Source: an optimization exercise on an open RTL-to-GDS flow (aim: small area, a short achievable clock period and few clock cycles per item). Production flows keep margins and buffers that such runs may drop. Only simulation tests tie the RTL to the original design; equivalence was not proved. No activity file was given, so power comes from the tool's default toggle rates.

`design/flow/config.mk`:
```
export PLATFORM = sky130hd
export DESIGN_NAME = seq_datapath
export DESIGN_NICKNAME = seq_datapath
export VERILOG_FILES = /design/flow/design.v
export SDC_FILE = /design/flow/constraint.sdc
export NUM_CORES = 4
export LEC_CHECK = 0
export CAP_MARGIN = 20
export CORE_MARGIN = 2
export CORE_UTILIZATION = 40
export SLEW_MARGIN = 20
```
`design/flow/constraint.sdc`:
```
create_clock -name core_clock -period 6.5 [get_ports {clk}]
set_input_delay 1.3000 -clock core_clock [delete_from_list [all_inputs] [get_ports {clk}]]
set_output_delay 1.3000 -clock core_clock [all_outputs]
set_load 0.01 [all_outputs]
```
`design/flow/design.v`:
```
package seq_datapath_pkg;
  typedef enum logic [3:0] {
    OP_ADD  = 4'd0,
    OP_SUB  = 4'd1,
    OP_AND  = 4'd2,
    OP_OR   = 4'd3,
    OP_SHR  = 4'd4,
    OP_SHL  = 4'd5,
    OP_ROR  = 4'd6,
    OP_ROL  = 4'd7,
    OP_NEG  = 4'd8,
    OP_NOT  = 4'd9,
    OP_MUL  = 4'd10,
    OP_DIV  = 4'd11,
    OP_MFHI = 4'd12,
    OP_MFLO = 4'd13,
    OP_IN   = 4'd14,
    OP_ILL  = 4'd15
  } op_e;
  typedef enum logic [2:0] {
    S_IDLE = 3'd0,
    S_LNCH = 3'd1,
    S_MUL  = 3'd2,
    S_DIV  = 3'd3,
    S_FIX  = 3'd4,
    S_DALN = 3'd5
  } state_e;
  function automatic int clog2(input int value);
    clog2 = $clog2(value);
  endfunction
endpackage
import seq_datapath_pkg::*;
module seq_datapath_alu
#(
  parameter int DATA_W = 32
) (
  input  logic [3:0]        op,
  input  logic [DATA_W-1:0] a,
  input  logic [DATA_W-1:0] b,
  input  logic [DATA_W-1:0] hi,
  input  logic [DATA_W-1:0] lo,
  input  logic [DATA_W-1:0] in_port,
  input  logic              div_sel,    
  input  logic [5:0]        div_amt,    
  output logic [DATA_W-1:0] rot,        
  output logic [DATA_W-1:0] rmask,      
  output logic [DATA_W-1:0] y
);
  localparam int SH_W = $clog2(DATA_W);
  logic [SH_W-1:0]   sh_s, ramt_s;
  logic              left_s, inv_s, zx_s;
  logic [5:0]        mamt_s;
  logic [DATA_W-1:0] lmask_s, x_s, yb_s, sum_s;
  logic [DATA_W:0]   sum1_s;
  assign sh_s   = b[SH_W-1:0];
  assign left_s = (op == OP_SHL) || (op == OP_ROL);
  assign ramt_s = div_sel ? div_amt[SH_W-1:0] : (left_s ? -sh_s : sh_s);
  assign mamt_s = div_sel ? div_amt : {1'b0, sh_s};
  always_comb begin
    rot = a;
    for (int k = 0; k < SH_W; k++) begin
      if (ramt_s[k]) rot = (rot >> (1 << k)) | (rot << (DATA_W - (1 << k)));
    end
  end
  always_comb begin
    for (int i = 0; i < DATA_W; i++) begin
      rmask[i] = (mamt_s <= 6'(DATA_W - 1 - i));
    end
  end
  always_comb begin
    for (int i = 0; i < DATA_W; i++) lmask_s[i] = rmask[DATA_W-1-i];
  end
  assign inv_s  = (op == OP_SUB) || (op == OP_NEG);
  assign zx_s   = (op == OP_NEG);
  assign x_s    = zx_s ? {DATA_W{1'b0}} : a;
  assign yb_s   = b ^ {DATA_W{inv_s}};
  assign sum1_s = {x_s, 1'b1} + {yb_s, inv_s};
  assign sum_s  = sum1_s[DATA_W:1];
  always_comb begin
    y = {DATA_W{1'b0}};
    case (op)
      OP_ADD, OP_SUB, OP_NEG: y = sum_s;
      OP_AND:  y = a & b;
      OP_OR:   y = a | b;
      OP_SHR:  y = rot & rmask;
      OP_SHL:  y = rot & lmask_s;
      OP_ROR, OP_ROL: y = rot;
      OP_NOT:  y = ~b;
      OP_MFHI: y = hi;
      OP_MFLO: y = lo;
      OP_IN:   y = in_port;
      default: y = {DATA_W{1'b0}};
    endcase
  end
endmodule
import seq_datapath_pkg::*;
module seq_datapath
#(
  parameter  int DATA_W   = 32,
  parameter  int NUM_REGS = 16,
  localparam int REG_AW   = $clog2(NUM_REGS)
) (
  input  logic              clk,
  input  logic              clr,
  input  logic              start,
  input  logic [3:0]        op,
  input  logic [REG_AW-1:0] ra,
  input  logic [REG_AW-1:0] rb,
  input  logic [REG_AW-1:0] rc,
  input  logic [DATA_W-1:0] in_port,
  input  logic              ext_wr_en,
  input  logic [REG_AW-1:0] ext_wr_addr,
  input  logic [DATA_W-1:0] ext_wr_data,
  input  logic [REG_AW-1:0] dbg_rd_addr,
  output logic [DATA_W-1:0] dbg_rd_data,
  output logic              busy,
  output logic              done,
  output logic              err,
  output logic [DATA_W-1:0] hi_out,
  output logic [DATA_W-1:0] lo_out
);
  seq_datapath_pkg::state_e state_r;
  logic [3:0]        op_r;
  logic [REG_AW-1:0] pa_r, pb_r, rc_r;
  logic [5:0]        cnt_r;
  logic              neg_a_r, neg_q_r, bpos_r, swap_r, done_r, err_r;
  logic              busy_r, usepa_r;    
  logic [7:0]        mstep_r;            
  logic [NUM_REGS-1:0][DATA_W-1:0] regs_r;
  logic [DATA_W-1:0] hi_r, lo_r, m_r, y_r;
  logic              idle_s, launch_s;
  logic [3:0]        cop_s;
  logic [REG_AW-1:0] addr_a_s, crc_s;
  logic [DATA_W-1:0] a_s, b_s;
  assign idle_s   = !busy_r;
  assign busy     = busy_r;
  assign done     = done_r;
  assign err      = err_r;
  assign hi_out   = hi_r;
  assign lo_out   = lo_r;
  assign launch_s = idle_s ? (start && !ext_wr_en) : (state_r == S_LNCH);
  assign cop_s    = idle_s ? op : op_r;
  assign crc_s    = idle_s ? rc : rc_r;
  assign addr_a_s = idle_s ? ra : pa_r;
  logic [NUM_REGS-1:0] sel_a_s, sel_b_s, sel_d_s;
  always_comb begin
    for (int i = 0; i < NUM_REGS; i++) begin
      sel_a_s[i] = (idle_s && (ra == REG_AW'(i))) || (usepa_r && (pa_r == REG_AW'(i)));
      sel_b_s[i] = (idle_s && (rb == REG_AW'(i))) || (usepa_r && (pb_r == REG_AW'(i)));
      sel_d_s[i] = (dbg_rd_addr == REG_AW'(i));
    end
  end
  always_comb begin
    a_s         = '0;
    b_s         = '0;
    dbg_rd_data = '0;
    for (int i = 0; i < NUM_REGS; i++) begin
      a_s         |= {DATA_W{sel_a_s[i]}} & regs_r[i];
      b_s         |= {DATA_W{sel_b_s[i]}} & regs_r[i];
      dbg_rd_data |= {DATA_W{sel_d_s[i]}} & regs_r[i];
    end
  end
  logic [DATA_W-1:0] za_s, zb_s, sma_s, smb_s, smin_s;
  assign za_s = a_s ^ {DATA_W{a_s[DATA_W-1]}};
  assign zb_s = b_s ^ {DATA_W{b_s[DATA_W-1]}};
  always_comb begin
    sma_s = za_s;
    smb_s = zb_s;
    for (int k = 1; k < DATA_W; k = k * 2) begin
      sma_s = sma_s | (sma_s >> k);
      smb_s = smb_s | (smb_s >> k);
    end
  end
  assign smin_s = sma_s & smb_s;
  function automatic logic [4:0] clz32(input logic [31:0] v);
    logic [15:0] z1;  logic [15:0] c1;
    logic [7:0]  z2;  logic [7:0][1:0] c2;
    logic [3:0]  z3;  logic [3:0][2:0] c3;
    logic [1:0]  z4;  logic [1:0][3:0] c4;
    for (int g = 0; g < 16; g++) begin
      z1[g] = !(v[2*g+1] | v[2*g]);
      c1[g] = !v[2*g+1];
    end
    for (int g = 0; g < 8; g++) begin
      z2[g] = z1[2*g+1] & z1[2*g];
      c2[g] = z1[2*g+1] ? {1'b1, c1[2*g]} : {1'b0, c1[2*g+1]};
    end
    for (int g = 0; g < 4; g++) begin
      z3[g] = z2[2*g+1] & z2[2*g];
      c3[g] = z2[2*g+1] ? {1'b1, c2[2*g]} : {1'b0, c2[2*g+1]};
    end
    for (int g = 0; g < 2; g++) begin
      z4[g] = z3[2*g+1] & z3[2*g];
      c4[g] = z3[2*g+1] ? {1'b1, c3[2*g]} : {1'b0, c3[2*g+1]};
    end
    clz32 = z4[1] ? {1'b1, c4[0]} : {1'b0, c4[1]};
  endfunction
  logic       swap_s, mzero_s;
  logic [7:0] mfirst_s;                   
  assign swap_s  = |(smb_s & ~sma_s);
  assign mzero_s = (a_s == '0) || (b_s == '0);
  always_comb begin
    for (int k = 0; k < 8; k++) begin
      mfirst_s[k] = (k == 0 || smin_s[4*k-1]) && (k == 7 || !smin_s[4*k+3]);
    end
  end
  logic       bzero_s, dquick_s;
  logic [4:0] clz_a_s, clz_b_s;
  logic [5:0] nit_s, nite_s, dnit_s;
  assign bzero_s  = (b_s == '0);
  assign dquick_s = a_s[DATA_W-1] ? (({za_s[DATA_W-2:0], 1'b1} & ~(smb_s >> 1)) == '0)
                                  : ((za_s & ~(smb_s >> 1)) == '0);
  assign clz_a_s  = clz32({za_s[DATA_W-2:0], 1'b1});
  assign clz_b_s  = clz32({zb_s[DATA_W-2:0], 1'b1});
  assign nit_s    = {1'b0, y_r[9:5]} - {1'b0, y_r[4:0]} + 6'd1;
  assign nite_s   = (nit_s + 6'd1) & 6'b111110;
  assign dnit_s   = nite_s;
  logic              div_sel_s;
  logic [DATA_W-1:0] rot_s, rmask_s, alu_y_s, fun_s;
  assign div_sel_s = (state_r == S_DALN);
  seq_datapath_alu #(.DATA_W(DATA_W)) u_alu (
    .op      (cop_s),
    .a       (a_s),
    .b       (b_s),
    .hi      (hi_r),
    .lo      (lo_r),
    .in_port (in_port),
    .div_sel (div_sel_s),
    .div_amt (dnit_s),
    .rot     (rot_s),
    .rmask   (rmask_s),
    .y       (alu_y_s)
  );
  assign fun_s = rot_s ^ {DATA_W{neg_a_r}};
  logic [DATA_W-1:0]   mc_s;
  logic [DATA_W:0]     ywm_s, ywy_s;
  logic [4:0]          win_s, winm_s, winy_s;
  logic [DATA_W+1:0]   pp1_s, pp0_s;
  logic                neg1_s, neg0_s;
  logic [2*DATA_W-1:0] acc16_s, mul_nx_s;
  function automatic logic [DATA_W+1:0] booth_pp(input logic [2:0] w,
                                                  input logic [DATA_W-1:0] m);
    logic one, two;
    one = w[0] ^ w[1];
    two = (w == 3'b011) || (w == 3'b100);
    booth_pp = (one ? {{2{m[DATA_W-1]}}, m} :
                two ? {m[DATA_W-1], m, 1'b0} : '0) ^ {(DATA_W+2){w[2]}};
  endfunction
  assign ywm_s  = {m_r, 1'b0};
  assign ywy_s  = {y_r, 1'b0};
  always_comb begin
    winm_s = '0;
    winy_s = '0;
    for (int k = 0; k < 8; k++) begin
      winm_s |= {5{mstep_r[k]}} & ywm_s[4*k +: 5];
      winy_s |= {5{mstep_r[k]}} & ywy_s[4*k +: 5];
    end
  end
  assign win_s  = swap_r ? winm_s : winy_s;
  assign mc_s   = swap_r ? y_r : m_r;
  assign pp1_s  = booth_pp(win_s[4:2], mc_s);
  assign pp0_s  = booth_pp(win_s[2:0], mc_s);
  assign neg1_s = win_s[4];
  assign neg0_s = win_s[2];
  assign acc16_s  = {hi_r[DATA_W-5:0], lo_r, 1'b0, neg1_s, 1'b0, neg0_s};
  assign mul_nx_s = acc16_s + {{(DATA_W-4){pp1_s[DATA_W+1]}}, pp1_s, 2'b00}
                            + {{(DATA_W-2){pp0_s[DATA_W+1]}}, pp0_s};
  logic [DATA_W-1:0] r1_s, r2_s, rq1_s;
  logic [DATA_W:0]   t1_s, t2_s;
  logic [DATA_W+1:0] t1x_s, t2x_s;
  logic              q1_s, q2_s, wrap_s, fix_c_s;
  assign r1_s  = (state_r == S_FIX) ? hi_r : {hi_r[DATA_W-2:0], lo_r[DATA_W-1]};
  assign t1x_s = {1'b0, r1_s, 1'b1} + {1'b1, m_r, bpos_r};
  assign t1_s  = t1x_s[DATA_W+1:1];
  assign q1_s  = !t1_s[DATA_W];
  assign rq1_s = q1_s ? t1_s[DATA_W-1:0] : r1_s;
  assign r2_s  = {rq1_s[DATA_W-2:0], lo_r[DATA_W-2]};
  assign t2x_s = {1'b0, r2_s, 1'b1} + {1'b1, m_r, bpos_r};
  assign t2_s  = t2x_s[DATA_W+1:1];
  assign q2_s  = !t2_s[DATA_W];
  assign wrap_s  = neg_a_r && (t1_s == '1);
  assign fix_c_s = neg_q_r ^ wrap_s;
  logic              wr_res_s, wr_pre_s;
  logic [DATA_W-1:0] wdata_s;
  always_comb begin
    wr_res_s = 1'b0;
    if (launch_s) begin
      case (cop_s)
        OP_MUL, OP_DIV, OP_ILL: wr_res_s = 1'b0;
        default:                wr_res_s = 1'b1;
      endcase
    end
  end
  assign wr_pre_s = idle_s && ext_wr_en;
  assign wdata_s  = wr_pre_s ? ext_wr_data : alu_y_s;
  logic [NUM_REGS-1:0] we_s;
  logic [DATA_W-1:0]   wd_s;
  always_comb begin
    for (int i = 0; i < NUM_REGS; i++) begin
      we_s[i] = clr || (wr_pre_s && (ext_wr_addr == REG_AW'(i))) ||
                (wr_res_s && (crc_s == REG_AW'(i)));
    end
  end
  assign wd_s = clr ? '0 : wdata_s;
  always_ff @(posedge clk) begin
    for (int i = 0; i < NUM_REGS; i++) begin
      if (we_s[i]) regs_r[i] <= wd_s;
    end
  end
  seq_datapath_pkg::state_e state_nx_s;
  logic mul_last_s, div_last_s;
  assign mul_last_s = mstep_r[0];
  assign div_last_s = (cnt_r[3:0] == 4'd0);
  always_comb begin
    state_nx_s = state_r;
    if (idle_s) begin
      state_nx_s = S_IDLE;
      if (start && ext_wr_en) state_nx_s = S_LNCH;
    end
    if (launch_s) begin
      state_nx_s = S_IDLE;
      if ((cop_s == OP_MUL) && !mzero_s) state_nx_s = S_MUL;
      if ((cop_s == OP_DIV) && !bzero_s && !dquick_s) state_nx_s = S_DALN;
    end else begin
      case (state_r)
        S_MUL:  if (mul_last_s) state_nx_s = S_IDLE;
        S_DALN: state_nx_s = (dnit_s == 6'd0) ? S_FIX : S_DIV;
        S_DIV:  if (div_last_s) state_nx_s = (neg_a_r || neg_q_r) ? S_FIX : S_IDLE;
        S_FIX:  state_nx_s = S_IDLE;
        default: ;
      endcase
    end
  end
  always_ff @(posedge clk) begin
    if (clr) begin
      state_r <= S_IDLE;
      busy_r  <= 1'b0;
      usepa_r <= 1'b0;
      done_r  <= 1'b0;
      err_r   <= 1'b0;
    end else begin
      state_r <= state_nx_s;
      busy_r  <= (state_nx_s != S_IDLE);
      usepa_r <= (state_nx_s == S_LNCH) || (state_nx_s == S_DALN);
      done_r  <= (launch_s || (state_r != S_IDLE && state_r != S_LNCH)) &&
                 (state_nx_s == S_IDLE);
      err_r   <= launch_s && ((cop_s == OP_ILL) || ((cop_s == OP_DIV) && bzero_s));
    end
  end
  always_ff @(posedge clk) begin
    if (clr) begin
      op_r    <= '0;
      pa_r    <= '0;
      pb_r    <= '0;
      rc_r    <= '0;
      cnt_r   <= '0;
      mstep_r <= '0;
      neg_a_r <= 1'b0;
      neg_q_r <= 1'b0;
      bpos_r  <= 1'b0;
      swap_r  <= 1'b0;
      hi_r    <= '0;
      lo_r    <= '0;
      m_r     <= '0;
      y_r     <= '0;
    end else begin
      if (idle_s && start && ext_wr_en) begin
        op_r <= op;
        pa_r <= ra;
        pb_r <= rb;
        rc_r <= rc;
      end else if (launch_s) begin
        pa_r <= addr_a_s;
        case (cop_s)
          OP_MUL: begin
            hi_r    <= '0;
            lo_r    <= '0;
            m_r     <= a_s;
            y_r     <= b_s;
            swap_r  <= swap_s;
            mstep_r <= mfirst_s;
          end
          OP_DIV: begin
            neg_a_r <= a_s[DATA_W-1];
            neg_q_r <= a_s[DATA_W-1] ^ b_s[DATA_W-1];
            bpos_r  <= !b_s[DATA_W-1];
            m_r     <= b_s[DATA_W-1] ? b_s : ~b_s;
            y_r     <= {{(DATA_W-10){1'b0}}, clz_b_s, clz_a_s};
            if (!bzero_s) begin
              hi_r <= a_s;
              lo_r <= '0;
            end
          end
          default: ;
        endcase
      end else begin
        case (state_r)
          S_MUL: begin
            hi_r    <= mul_nx_s[2*DATA_W-1:DATA_W];
            lo_r    <= mul_nx_s[DATA_W-1:0];
            mstep_r <= mstep_r >> 1;
          end
          S_DALN: begin
            hi_r  <= fun_s & rmask_s;
            lo_r  <= fun_s & ~rmask_s;
            cnt_r <= {1'b0, dnit_s[5:1]} - 6'd1;
          end
          S_DIV: begin
            hi_r  <= q2_s ? t2_s[DATA_W-1:0] : r2_s;
            lo_r  <= {lo_r[DATA_W-3:0], q1_s, q2_s};
            cnt_r <= cnt_r - 6'd1;
          end
          S_FIX: begin
            hi_r <= neg_a_r ? (wrap_s ? '0 : ~hi_r) : hi_r;
            lo_r <= (lo_r ^ {DATA_W{neg_q_r}}) + DATA_W'(fix_c_s);
          end
          default: ;
        endcase
      end
    end
  end
endmodule
```
`design/flow/run.sh`:
```
#!/bin/bash
# synth_recipe.tcl (not shown) runs the flow's synth.tcl, then flattens the netlist and writes it again
# the make line also repeats each setting of config.mk as NAME=value (left out here)
make -C /OpenROAD-flow-scripts/flow DESIGN_CONFIG=/design/flow/config.mk WORK_HOME=/design/flow/orfs CLKGATE_MAP_FILE= SYNTH_SCRIPT=/design/flow/synth_recipe.tcl finish
```
==> run notes <==
Timing
The worst setup margin is -165 ps. The highest achievable clock rate is ~0.15 GHz. The final hold violation count is 0. The final hold slack is about 480 ps. Counting I/O delays and the setup requirement, the final critical path takes ~6700 ps. Setup repair after global routing could not meet its margin everywhere.

The remaining max-slew budget at the tightest pin is 0.154. The final period utilization is 1.03. The final number of max-transition violations is 0. For the final routed database, the setup TNS stands at -1590 ps.

Setup violations remaining at the end of the flow were counted as 24. At the pin with the least slew margin, the transition time is 1260 ps. The clock tree skew after final layout is a little under 60 ps.

Layout
The count of non-filler cells in the finished layout is 9567. The fraction of layout instances using a drive strength above 1 is 0.285. At the end of the flow the core is filled with cells to 0.549. The sequential cell area is 0.0187 mm². The number of inserted filler cells in the final layout is about 13k. The area growth from synthesis to layout is 36.4%. In the final layout, the multi-input gates occupy ~0.038 mm². In the final design database the tool counted approximately 8k nets.

Power
The combinational cell fraction of total power is 0.449. The switching power total is approximately 8.0 mW. The switching power share of the total is 0.409.

The power share of the sequential group is 0.296. The leakage dissipation is 31.1 nW. The share of total power dissipated in the clock network is 0.255.

IR analysis of the VDD net gives a maximum drop of about 0.23 mV. The power density over the cells is roughly 250 mW/mm². The internal power is 11.5 mW.

Worst hold path
The class of the most critical hold timing path is flip-flop to flip-flop. In this run the most critical hold path is launched from cnt_r[0]$_SDFFE_PP0P_.

Logic synthesis
The post-synthesis cell type count is 119. Each instance of the synthesized netlist takes up on average roughly 9.0 µm². Among all flip-flop cells after synthesis, the most frequent one is sky130_fd_sc_hd__edfxtp_1. During synthesis, Yosys emitted a total of 3 warnings. Yosys attributes the largest share of cell area to sky130_fd_sc_hd__edfxtp_1 (27%), sky130_fd_sc_hd__dfxtp_1 (5.9%), sky130_fd_sc_hd__a221oi_1 (5.5%). Of the post-synthesis cell area, the dominant cell type holds 0.270. The cell area that synthesis handed to floorplanning was approximately 0.057 mm². Synthesis produced a netlist whose cell count is around 6.3k.

The flop and latch count out of synthesis is between 600 and 700. The number of enable-type register cells in the synthesized netlist is approximately 510. The sequential-to-total area share from yosys stat is 0.329. The share of flip-flops with an asynchronous set or reset is 0. The synthesized net count is around 6.6k.

The largest total area in the synthesized netlist belongs to sky130_fd_sc_hd__edfxtp_1.

Placed design
The number of buffers added on ports is 190. The placed cell count is around 9.3k. The final weighted congestion in routability-driven placement is approximately 1.1. The sum of net half-perimeters after detailed placement is approximately 260000 µm.

Clock tree
The total CTS buffers is 80. The post-CTS clock slew at the launch and capture registers of the worst setup and hold paths is 60 ps. The longest clock path from root to sink contains 3 buffers.

The clock tree from TritonCTS is built. The later pin in the worst-skew pair is clocked with a latency of about 770 ps. In this run the clock root is driven by a sky130_fd_sc_hd__clkbuf_16.

The number of levels the H-tree was split into is 3. The count of clock tree sinks is 679.

Global route
The via count of the first global-routing pass was between 60k and 70k. The global router's overall resource usage is 0.478. The first-pass GRT wire length is approximately 500000 µm. The largest net degree at the start of global routing is slightly below 90.

The initial antenna violation count is 17. Global routing finished with a remaining overflow of 0.

Setup path
Tracing the worst setup path back leads to its startpoint at state_r[1]$_SDFF_PP0_. The largest driver fanout on the critical path is 9. The data required time at the worst endpoint is a little over 7000 ps.

The most used cell along the critical path is sky130_fd_sc_hd__buf_6. The worst setup path is launched from a flip-flop. STA puts the critical path data arrival time at about 7300 ps. The critical path is of the flip-flop to flip-flop type. In this run the critical register-to-register path is launched from state_r[1]$_SDFF_PP0_.

STA classifies the critical path endpoint as a flip-flop. The slowest cell on the critical path is sky130_fd_sc_hd__o311ai_4. For this run, the slowest stage of the critical path takes 350 ps.

Routing
In the routed design, unresolved DRC markers number 0. After the first detailed-routing iteration, the DRC count stood at approximately 11k. The count of nets left with antenna violations once routing finished came out at 0. The routed wire length per instance is between 30 and 40 µm. After detailed routing, the total wire length is between 300000 and 400000 µm. The total vias in the final route is ~66k.

The first-pass detailed-route iteration total is 10. The ratio of routed vias to standard cells is between 6 and 7.

Floorplan
The initial standard-cell utilization of the core is 0.403. The die is between 300 and 400 µm wide. The die is roughly 380 µm tall. The floorplan step defined a die boundary enclosing roughly 0.15 mm². For this design the top-level I/O count stands at approximately 190.

The floorplan has between 100 and 150 rows. The placeable core region is 0.141 mm².

Run
The number of maximum-capacitance constraint violations is 0.

Status
The run finished, with violations left. The layout checks failed on setup timing.
[worst max-delay path, delay by kind of cell (launching register included)]
family / cells / cell delay [ps]
AND/OR/NAND/NOR: 6 / 970
buffers and inverters: 9 / 1340
AO/OA/AOI/OAI: 15 / 2800
adder cells (fa/ha/maj): 2 / 510
flip-flops: 1 / 330
multiplexers: 2 / 570
[registers in the layout, indices dropped and copies added (netlist names), 3 cells and up]
signal and cells:
regs_r 512, hi_r 32, lo_r 32, m_r 32, y_r 32, mstep_r 8, cnt_r 4, op_r 4
pa_r 4, pb_r 4, rc_r 4, state_r 3
[cells in the mapped netlist (22+ instances only)]
cell	count
sky130_fd_sc_hd__a221oi_1	356
sky130_fd_sc_hd__a21oi_1	430
sky130_fd_sc_hd__o21bai_1	28
sky130_fd_sc_hd__a21o_1	97
sky130_fd_sc_hd__a211oi_1	44
sky130_fd_sc_hd__fa_1	62
sky130_fd_sc_hd__o31ai_1	30
sky130_fd_sc_hd__o22ai_1	40
sky130_fd_sc_hd__o211ai_1	63
sky130_fd_sc_hd__o21a_1	48
sky130_fd_sc_hd__dfxtp_1	167
sky130_fd_sc_hd__and4_1	47
sky130_fd_sc_hd__ha_1	178
sky130_fd_sc_hd__a31oi_1	64
sky130_fd_sc_hd__o221ai_1	45
sky130_fd_sc_hd__edfxtp_1	512
sky130_fd_sc_hd__nor2b_1	39
sky130_fd_sc_hd__nor3_1	129
sky130_fd_sc_hd__or2_2	31
sky130_fd_sc_hd__clkbuf_1	315
sky130_fd_sc_hd__a211o_1	23
sky130_fd_sc_hd__inv_1	105
sky130_fd_sc_hd__nand3_1	114
sky130_fd_sc_hd__or3_1	24
sky130_fd_sc_hd__nand2_1	538
sky130_fd_sc_hd__nand4_1	94
sky130_fd_sc_hd__nor2_1	411
sky130_fd_sc_hd__nand3b_1	22
sky130_fd_sc_hd__mux2i_1	226
sky130_fd_sc_hd__xnor2_1	239
sky130_fd_sc_hd__o21ai_0	296
sky130_fd_sc_hd__mux2_2	60
sky130_fd_sc_hd__buf_2	109
sky130_fd_sc_hd__maj3_1	30
sky130_fd_sc_hd__nor4_1	24
sky130_fd_sc_hd__buf_1	41
sky130_fd_sc_hd__xor2_1	106
sky130_fd_sc_hd__buf_4	51
sky130_fd_sc_hd__a22o_1	315
sky130_fd_sc_hd__and3_1	36
sky130_fd_sc_hd__nand2b_1	69
sky130_fd_sc_hd__and2_1	38
sky130_fd_sc_hd__a22oi_1	255
[placed cells by master (no fill, tap or decap), types with 45 or more instances in the layout]
master	netlist	layout
sky130_fd_sc_hd__buf_4	51	1413
sky130_fd_sc_hd__nand2_1	538	528
sky130_fd_sc_hd__edfxtp_1	512	512
sky130_fd_sc_hd__a21oi_1	430	392
sky130_fd_sc_hd__nor2_1	411	384
sky130_fd_sc_hd__a221oi_1	356	350
sky130_fd_sc_hd__a22o_1	315	314
sky130_fd_sc_hd__a22oi_1	255	247
sky130_fd_sc_hd__o21ai_0	296	244
sky130_fd_sc_hd__xnor2_1	239	230
sky130_fd_sc_hd__mux2i_1	226	212
sky130_fd_sc_hd__clkdlybuf4s50_1	0	189
sky130_fd_sc_hd__dfxtp_1	167	162
sky130_fd_sc_hd__ha_1	178	151
sky130_fd_sc_hd__nand3_1	114	110
sky130_fd_sc_hd__buf_12	1	110
sky130_fd_sc_hd__nor3_1	129	108
sky130_fd_sc_hd__inv_1	105	101
sky130_fd_sc_hd__xor2_1	106	101
sky130_fd_sc_hd__a21o_1	97	97
sky130_fd_sc_hd__nand4_1	94	94
sky130_fd_sc_hd__clkbuf_16	0	81
sky130_fd_sc_hd__nand2b_1	69	65
sky130_fd_sc_hd__o211ai_1	63	63
sky130_fd_sc_hd__fa_1	62	61
sky130_fd_sc_hd__a31oi_1	64	59
sky130_fd_sc_hd__mux2_2	60	52
sky130_fd_sc_hd__o21a_1	48	46
sky130_fd_sc_hd__and4_1	47	45
[per-stage QoR]
step | power (mW) | cell area, µm² | setup WS [ps]
6_report | 19.5 | 77700 | -165
5_1_grt | 19.9 | 77700 | -421
4_1_cts | 19.0 | 76600 | -158
3_5_place_dp | 14.0 | 72100 | -921
3_3_place_gp | 14.1 | 72100 | -1000
2_1_floorplan | 9.31 | 57100 | 13.8
[logic make-up after synthesis]
| family | count (synthesis) | share of synthesized area |
|---|---|---|
| and+or+nand+nor | 1681 | 0.144 |
| buffers and inverters | 635 | 0.0491 |
| DFF | 679 | 0.329 |
| xor gates and xnor gates | 345 | 0.0531 |
| muxes | 287 | 0.0520 |
| adders and majority gates | 270 | 0.0662 |
| AOI/OAI and AO/OA | 2395 | 0.307 |
[timing repair]
item / CTS / global route
resized for setup: 231 / 155
setup buffers: 57 / 34
cloned: 1 / 2
pin swaps: 82 / 61
hold buffers: 0 / 0
endpoints found under the setup margin: 109 / 267
[power groups by stage]
stage	Sequential, mW	Clock (mW)	Combinational, mW
finish	5.78	4.99	8.77
floorplan	5.59	0	3.71
global route	5.78	5.16	8.97
CTS	5.73	4.98	8.29
detailed placement	5.81	0	8.21
global placement	5.84	0	8.21
[per-layer routing]
layer  track usage  vias to the layer above  share of wire
met1         0.556                    31900           0.35
met5             0                        -        0.00019
met2         0.725                     5425           0.43
met3         0.140                     1698           0.12
met4         0.402                       10           0.11
li1              -                    27400              -
[area by class of cell]
cell class | instances | area share
Antenna cell | 5 | 0.000161
Clock buffer | 86 | 0.0261
Clock inverter | 63 | 0.0109
Inverter | 107 | 0.00530
Multi-Input combinational cell | 4979 | 0.490
Sequential cell | 679 | 0.241
Tap cell | 1890 | 0.0304
Timing Repair Buffer | 1758 | 0.196
[worst paths after layout]
path | end | slack (ps) | cells past startpoint
max | hi_r[17]$_SDFFE_PP0P_ | -160 | 34
min | cnt_r[0]$_SDFFE_PP0P_ | 480 | 2
max reg2reg | hi_r[17]$_SDFFE_PP0P_ | -160 | 34
min reg2reg | cnt_r[0]$_SDFFE_PP0P_ | 480 | 2
Testbench counts, summed over its fixed seeds: cycles 8,030, ops 4,800.

[what the ideal ports hide]
The flow's constraints put no driver on any port. The routed layout listed below was extracted and timed again, unchanged, in two steps.
Step 1: set_driving_cell puts a clkbuf_16 on clk and a buf_2 on each other input, an assumption about the parent block.
Step 2, shift: input delay + t, output delay - t, t = (earliest + latest rising clock arrival at the registers) / 2. This alone moves slack from input paths to output paths.
Slacks: ideal / step 1 / step 2; pairs: ideal / step 1.
t, ns: 0.828
setup slack, ns: -0.165 / -0.165 / -0.792
cell pins on the clock port's net: 1
For this run, drivers alone change the setup slack by 0.000 ns; drivers and shift together by -0.627 ns.
